Background: an optimization exercise with open tools, aiming at small area, a short achievable clock period and few clock cycles per item. Do not read the settings as production practice. The RTL was checked by simulation tests, not by an equivalence proof against the original design. Power figures rest on the tool's default switching activity, not on a simulated workload.

==> job 8568 <==
// first_fit_buffer_pool_aging
module first_fit_buffer_pool_aging (
    input  wire logic                        aclk,
    input  wire logic                        aresetn,
    input  wire logic                        s_axis_tvalid,
    output logic                             s_axis_tready,
    input  wire logic [103:0]                s_axis_tdata,
    input  wire logic [1:0]                  s_axis_tuser,
    output logic                             m_axis_tvalid,
    input  wire logic                        m_axis_tready,
    output logic [39:0]                      m_axis_tdata,
    output logic [2:0]                       m_axis_tuser,
    output logic                             m_axis_tlast,
    input  wire logic                        cfg_wr_en,
    input  wire logic [ffbp_pkg::AGE_W-1:0]  cfg_wr_data
);
clock: 7.0 ns
lec_check: 0
cap_margin: 20
core_margin: 2
core_utilization: 40
setup_slack_margin: 4.0
slew_margin: 20
synth_hierarchical: 1
tns_end_percent: 10
standard.sh (not shown) runs the stock make flow with config.mk's settings and CLKGATE_MAP_FILE= SYNTH_SCRIPT=/design/flow/synth_recipe.tcl, a recipe that flattens the netlist after the stock synthesis.
==> flow/flow/run.sh <==
#!/bin/bash
# The standard layout, except that ports are buffered with buf_2 cells
# instead of the delay buffers buffer_ports picks by default; every input
# and output port still gets its own buffer. Each step's output goes to a
# log file of its own in the work folder.
set -euo pipefail
bash standard.sh synth > synth.log 2>&1
bash standard.sh "BUFFER_PORTS_ARGS=-buffer_cell sky130_fd_sc_hd__buf_2" finish > layout.log 2>&1
==> job 7690 (differences from job 8568) <==
--- a/flow/design.v
+++ b/flow/design.v
@@ -37,18 +37,15 @@
     input  wire logic        aresetn,
     input  wire logic        alloc_go,    
     input  wire logic        store_go,    
     input  wire logic [12:0] req_w,       
     input  wire logic [12:0] req_h,       
     input  wire logic [7:0]  wr_id,       
     input  wire logic [31:0] sn,          
-    input  wire logic        h_valid,     
-    input  wire logic        active,      
-    input  wire logic        h_cmd,       
-    output logic             load,        
+    input  wire logic        load,        
     input  wire logic [12:0] ld_w,        
     input  wire logic [12:0] ld_h,        
     input  wire logic [31:0] ld_now,      
     input  wire logic [31:0] ld_thr,      
     input  wire logic        ld_thr_pos,  
     output logic             full,
     output logic             any_sel,
@@ -60,50 +57,44 @@
     localparam int N = 16;
     logic [N-1:0]         valid_q;
     logic [N-1:0][12:0]   w_q;
     logic [N-1:0][12:0]   h_q;
     logic [N-1:0][7:0]    id_q;
     logic [N-1:0][31:0]   st_q;
     logic [N-1:0][N-1:0]  older_q;
-    logic [N-1:0]         flag_q, fitv_q, ahead_q;
-    logic [N-1:0] nof, sel, rem, clamp, ins, st_we, dim_we, valid_d;
+    logic [N-1:0]         fit_q, stale_q, ahead_q;
+    logic [N-1:0] flag, nof, sel, clamp, ins, st_we, dim_we;
     logic [N-1:0] fit_d, stale_d, ahead_d;
     logic [N-1:0][N-1:0] older;    
     logic         fit_s, stale_s, ahead_s;
-    logic [12:0]  n_ld_w, n_ld_h;
-    logic [31:0]  n_ld_now, n_ld_thr;
-    assign n_ld_w   = ~ld_w;
-    assign n_ld_h   = ~ld_h;
-    assign n_ld_now = ~ld_now;
-    assign n_ld_thr = ~ld_thr;
     assign full = &valid_q;
-    assign load = ~h_valid | (active & (h_cmd | ~any_sel | sel_fit));
     always_comb begin
         logic all_below;
         all_below = 1'b1;
         for (int i = 0; i < N; i++) begin
             ins[i]    = ~valid_q[i] & all_below;
             all_below = all_below & valid_q[i];
         end
     end
     ffbp_slot_cmp u_cmp_s (
         .w (req_w), .h (req_h), .st (sn),
-        .ld_w (n_ld_w), .ld_h (n_ld_h), .ld_now (n_ld_now), .ld_thr (n_ld_thr), .ld_thr_pos (ld_thr_pos),
+        .ld_w (ld_w), .ld_h (ld_h), .ld_now (ld_now), .ld_thr (ld_thr), .ld_thr_pos (ld_thr_pos),
         .fit (fit_s), .stale (stale_s), .ahead (ahead_s)
     );
     for (genvar i = 0; i < N; i++) begin : g_cmp
         logic fit_c, stale_c, ahead_c;
         ffbp_slot_cmp u_cmp (
             .w (w_q[i]), .h (h_q[i]), .st (st_q[i]),
-            .ld_w (n_ld_w), .ld_h (n_ld_h), .ld_now (n_ld_now), .ld_thr (n_ld_thr), .ld_thr_pos (ld_thr_pos),
+            .ld_w (ld_w), .ld_h (ld_h), .ld_now (ld_now), .ld_thr (ld_thr), .ld_thr_pos (ld_thr_pos),
             .fit (fit_c), .stale (stale_c), .ahead (ahead_c)
         );
         assign fit_d[i]   = dim_we[i] ? fit_s   : fit_c;
         assign stale_d[i] = st_we[i]  ? stale_s : stale_c;
         assign ahead_d[i] = st_we[i]  ? ahead_s : ahead_c;
+        assign flag[i]  = valid_q[i] && (fit_q[i] || stale_q[i]);
         for (genvar j = 0; j < N; j++) begin : g_old
             if (j < i) begin : g_lt
                 assign older[j][i] = older_q[j][i];
             end else if (j > i) begin : g_gt
                 assign older[j][i] = ~older_q[i][j];
             end else begin : g_eq
                 assign older[j][i] = 1'b0;
@@ -111,53 +102,50 @@
         end
     end
     always_comb begin
         for (int i = 0; i < N; i++) begin
             logic any_older;
             any_older = 1'b0;
             for (int j = 0; j < N; j++) begin
-                any_older = any_older | (flag_q[j] & older[j][i]);
+                any_older = any_older | (flag[j] & older[j][i]);
             end
             nof[i]    = ~any_older;
-            sel[i]    = flag_q[i] & nof[i];
-            rem[i]    = alloc_go & sel[i];
-            clamp[i]  = alloc_go & valid_q[i] & ~flag_q[i] & nof[i] & ahead_q[i];
+            sel[i]    = flag[i] & nof[i];
+            clamp[i]  = alloc_go & valid_q[i] & ~flag[i] & nof[i] & ahead_q[i];
             dim_we[i] = store_go & ins[i];
             st_we[i]  = dim_we[i] | clamp[i];
         end
     end
     always_comb begin
-        any_sel = |flag_q;
+        any_sel = 1'b0;
         sel_fit = 1'b0;
         sel_w   = '0;
         sel_h   = '0;
         sel_id  = '0;
         for (int i = 0; i < N; i++) begin
-            sel_fit = sel_fit | (sel[i] & fitv_q[i]);
+            any_sel = any_sel | sel[i];
+            sel_fit = sel_fit | (sel[i] & fit_q[i]);
             sel_w   = sel_w  | ({13{sel[i]}} & w_q[i]);
             sel_h   = sel_h  | ({13{sel[i]}} & h_q[i]);
             sel_id  = sel_id | ({8{sel[i]}} & id_q[i]);
         end
     end
-    assign valid_d = (valid_q & ~rem) | {N{store_go}} & ins;
     always_ff @(posedge aclk) begin
         if (!aresetn) begin
             valid_q <= '0;
         end else begin
-            valid_q <= valid_d;
+            if (alloc_go) valid_q <= valid_q & ~sel;
+            if (store_go) valid_q <= valid_q | ins;
         end
     end
     always_ff @(posedge aclk) begin
         if (load) begin
-            flag_q  <= valid_d & (fit_d | stale_d);
-            fitv_q  <= valid_d & fit_d;
+            fit_q   <= fit_d;
+            stale_q <= stale_d;
             ahead_q <= ahead_d;
-        end else begin
-            flag_q  <= flag_q & ~rem;
-            fitv_q  <= fitv_q & ~rem;
         end
     end
     for (genvar i = 0; i < N; i++) begin : g_slot
         always_ff @(posedge aclk) begin
             if (dim_we[i]) begin
                 w_q[i]  <= req_w;
                 h_q[i]  <= req_h;
@@ -187,31 +175,31 @@
     input  wire logic [31:0] ld_now,
     input  wire logic [31:0] ld_thr,
     input  wire logic        ld_thr_pos,
     output logic             fit,
     output logic             stale,
     output logic             ahead
 );
-    function automatic logic [1:0] cmp32(input logic [31:0] a, input logic [31:0] nb);
+    function automatic logic [1:0] cmp32(input logic [31:0] a, input logic [31:0] b);
         logic [31:0] g, l;
-        g = a & nb;
-        l = ~(a | nb);
+        g = a & ~b;
+        l = ~a & b;
         for (int s = 1; s < 32; s = s * 2) begin
             for (int i = 0; i + s < 32; i = i + 2 * s) begin
                 g[i] = g[i+s] | (~l[i+s] & g[i]);
                 l[i] = l[i+s] | (~g[i+s] & l[i]);
             end
         end
         cmp32 = {g[0], l[0]};
     endfunction
     function automatic logic fits(input logic [12:0] w, input logic [12:0] h,
                                   input logic [12:0] rw, input logic [12:0] rh);
         logic [1:0] cw, ch;
-        cw = cmp32({19'd0, w}, {19'h7ffff, rw});
-        ch = cmp32({19'd0, h}, {19'h7ffff, rh});
+        cw = cmp32({19'd0, w}, {19'd0, rw});
+        ch = cmp32({19'd0, h}, {19'd0, rh});
         fits = ~cw[0] & ~ch[0];
     endfunction
     function automatic logic [1:0] stamp_cls(input logic [31:0] st, input logic [31:0] thr,
                                              input logic [31:0] now, input logic thr_pos);
         logic [1:0] ct, cn;
         ct = cmp32(st, thr);
         cn = cmp32(st, now);
@@ -240,15 +228,15 @@
     localparam logic [2:0] KIND_HIT     = 3'd0;
     localparam logic [2:0] KIND_MISS    = 3'd1;
     localparam logic [2:0] KIND_EVICT   = 3'd2;
     localparam logic [2:0] KIND_STORED  = 3'd3;
     localparam logic [2:0] KIND_DROPPED = 3'd4;
     localparam logic [2:0] KIND_IGNORED = 3'd5;
     logic [15:0] max_age_q;
-    logic        r0_valid, r1_valid, r1_free;
+    logic        r0_valid, r1_valid;
     logic        r0_cmd, r0_pres, r1_cmd, r1_pres;
     logic [12:0] r0_w, r0_h, r1_w, r1_h;
     logic [7:0]  r0_id, r1_id;
     logic [31:0] r0_sn, r1_sn;      
     logic [31:0] r0_thr;            
     logic        r0_thr_pos;        
     logic        h_valid;
@@ -257,34 +245,37 @@
     logic [7:0]  h_id;
     logic [31:0] h_sn;
     logic        out_valid;
     logic [2:0]  out_kind;
     logic [7:0]  out_id;
     logic [12:0] out_w, out_h;
     logic        out_last;
-    logic [2:0]  res_kind;
-    logic [7:0]  res_id;
-    logic [12:0] res_w, res_h;
-    logic        res_last;
+    logic        os_valid;
+    logic [2:0]  os_kind, res_kind;
+    logic [7:0]  os_id, res_id;
+    logic [12:0] os_w, os_h, res_w, res_h;
+    logic        os_last, res_last;
     logic        o_ready;
     logic [31:0] in_sn;
-    logic        accept, active, head_free, r0_free;
+    logic        accept, active, done, head_free, r0_free;
     logic        q_cmd, q_pres;
     logic [12:0] q_w, q_h;
     logic [7:0]  q_id;
     logic [31:0] q_sn;
     logic [32:0] q_thr;
     logic full, any_sel, sel_fit;
     logic [12:0] sel_w, sel_h;
     logic [7:0]  sel_id;
-    assign s_axis_tready = r1_free;
-    assign accept = s_axis_tvalid & r1_free;
+    assign s_axis_tready = ~r1_valid;
+    assign accept = s_axis_tvalid & ~r1_valid;
     assign in_sn  = s_axis_tuser[0] ? s_axis_tdata[65:34] : s_axis_tdata[97:66];
     assign o_ready   = ~out_valid | m_axis_tready;
-    assign active    = h_valid & o_ready;
+    assign active    = h_valid & ~os_valid;
+    assign done      = h_cmd | ~any_sel | sel_fit;
+    assign head_free = ~h_valid | (active & done);
     assign r0_free   = ~r0_valid | head_free;
     assign q_cmd  = r1_valid ? r1_cmd  : s_axis_tuser[0];
     assign q_pres = r1_valid ? r1_pres : s_axis_tuser[1];
     assign q_w    = r1_valid ? r1_w    : s_axis_tdata[12:0];
     assign q_h    = r1_valid ? r1_h    : s_axis_tdata[25:13];
     assign q_id   = r1_valid ? r1_id   : s_axis_tdata[33:26];
     assign q_sn   = r1_valid ? r1_sn   : in_sn;
@@ -294,31 +285,32 @@
         .d (q_thr)
     );
     always_ff @(posedge aclk) begin
         if (!aresetn) begin
             h_valid   <= 1'b0;
             r0_valid  <= 1'b0;
             r1_valid  <= 1'b0;
-            r1_free   <= 1'b1;
             out_valid <= 1'b0;
+            os_valid  <= 1'b0;
             max_age_q <= ffbp_pkg::MAX_AGE_RESET;
         end else begin
             if (head_free) begin
                 h_valid <= r0_valid;
             end
             if (r0_free) begin
                 r0_valid <= r1_valid | accept;
                 r1_valid <= 1'b0;
-                r1_free  <= 1'b1;
             end else if (accept) begin
                 r1_valid <= 1'b1;
-                r1_free  <= 1'b0;
             end
             if (o_ready) begin
-                out_valid <= h_valid;
+                out_valid <= os_valid | active;
+                os_valid  <= 1'b0;
+            end else if (active) begin
+                os_valid  <= 1'b1;
             end
             if (cfg_wr_en) begin
                 max_age_q <= cfg_wr_data;
             end
         end
     end
     always_ff @(posedge aclk) begin
@@ -374,34 +366,38 @@
             res_last = 1'b1;
             res_id   = '0;
             res_w    = h_w;
             res_h    = h_h;
         end
     end
     always_ff @(posedge aclk) begin
-        if (active) begin
-            out_kind <= res_kind;
-            out_id   <= res_id;
-            out_w    <= res_w;
-            out_h    <= res_h;
-            out_last <= res_last;
+        if (!os_valid) begin
+            os_kind <= res_kind;
+            os_id   <= res_id;
+            os_w    <= res_w;
+            os_h    <= res_h;
+            os_last <= res_last;
+        end
+        if (o_ready) begin
+            out_kind <= os_valid ? os_kind : res_kind;
+            out_id   <= os_valid ? os_id   : res_id;
+            out_w    <= os_valid ? os_w    : res_w;
+            out_h    <= os_valid ? os_h    : res_h;
+            out_last <= os_valid ? os_last : res_last;
         end
     end
     ffbp_slot_table u_table (
         .aclk     (aclk),
         .aresetn  (aresetn),
         .alloc_go (active & ~h_cmd),
         .store_go (active & h_cmd & h_pres & ~full),
         .req_w    (h_w),
         .req_h    (h_h),
         .wr_id    (h_id),
         .sn       (h_sn),
-        .h_valid  (h_valid),
-        .active   (active),
-        .h_cmd    (h_cmd),
         .load     (head_free),
         .ld_w     (r0_w),
         .ld_h     (r0_h),
         .ld_now   (r0_sn),
         .ld_thr   (r0_thr),
         .ld_thr_pos (r0_thr_pos),
         .full     (full),
==> flow/run.sh (new file) <==
#!/bin/bash
# synth_recipe.tcl (not shown) runs the flow's synth.tcl, then flattens the netlist and writes it again
# the make line also repeats each setting of config.mk as NAME=value (left out here)
make -C /OpenROAD-flow-scripts/flow DESIGN_CONFIG=/design/flow/config.mk WORK_HOME=/design/flow/orfs CLKGATE_MAP_FILE= SYNTH_SCRIPT=/design/flow/synth_recipe.tcl finish
CORE_UTILIZATION = 45   (was 40)
SETUP_SLACK_MARGIN = 1.5   (was 4.0)
TNS_END_PERCENT = default   (was 10)
removed: flow/flow/run.sh
removed: flow/standard.sh
==> run notes <==
metric                                                                       job 8568            job 7690
Post-synthesis compound-gate area fraction                                      27.5%               14.3%
NetSw                                                                         6640 uW             6330 uW
Worst path required time                                                      7770 ps             7590 ps
Launch point of the worst hold path                                r0_id[2]$_DFFE_PP_  r0_id[5]$_DFFE_PP_
Number of buffers created by CTS                                                  169                 179
Inserted Diodes                                                                    16                   7
Worst Setup Slack, final                                                      3720 ps             1980 ps
Final standard cell count with taps included and fillers excluded               11100               11400
Count of inverters other than clock inverters in the layout                       215                1163
Fin crit share                                                                  46.9%               71.8%
Layout overhead on the synthesized area                                         22.4%               13.3%
Share of the synthesized area in the top cell type                              49.4%               46.6%
Fraction of cell area in non-clock buffers                                      7.20%               3.28%
Result of the run                                            timing/DRC/antenna clean  timing/DRC/antenna clean
Power share of the combinational group                                          16.1%               13.4%
First-pass GRT wire length                                                  465000 um           462000 um
Placeable Area                                                            0.204 sq mm         0.197 sq mm
Part of the total power dissipated in sequential elements                       44.7%               45.7%
Largest incremental delay on the critical path                                 420 ps              990 ps
Final hold slack                                                               425 ps              416 ps
Share of cell area taken by multi-input logic gates                             38.5%               38.2%
Testbench counts of job 8568, summed over its fixed seeds: cycles 5,764, items 4,800.
Testbench counts of job 7690, summed over its fixed seeds: cycles 5,764, items 4,800.

[afterwards: timing with drivers on the ports]
Ports are ideal in the flow. The routed layouts listed here were re-timed in OpenROAD.
Step 1 assumes that a clkbuf_16 drives the clock port and a buf_2 every other input.
Step 2 adds t to the input delays and takes it off the output delays; t is the mean of the earliest and latest rising clock arrival at the registers after step 1. Input paths then give back, and output paths get back, about the clock's delay inside the block.
Slacks: ideal / step 1 / step 2; pairs: ideal / step 1.
run	t (ns)	setup slack, ns	worst slew at a driven data input, ns
job 8568	0.922	3.720 / 3.720 / 2.939	0.23
job 7690	0.916	1.977 / 1.977 / 1.935	0.10
After both steps every run listed still meets setup and hold. The setup slack of job 8568, which loses most, moves by 0.000 ns with the drivers and by -0.781 ns with both steps.
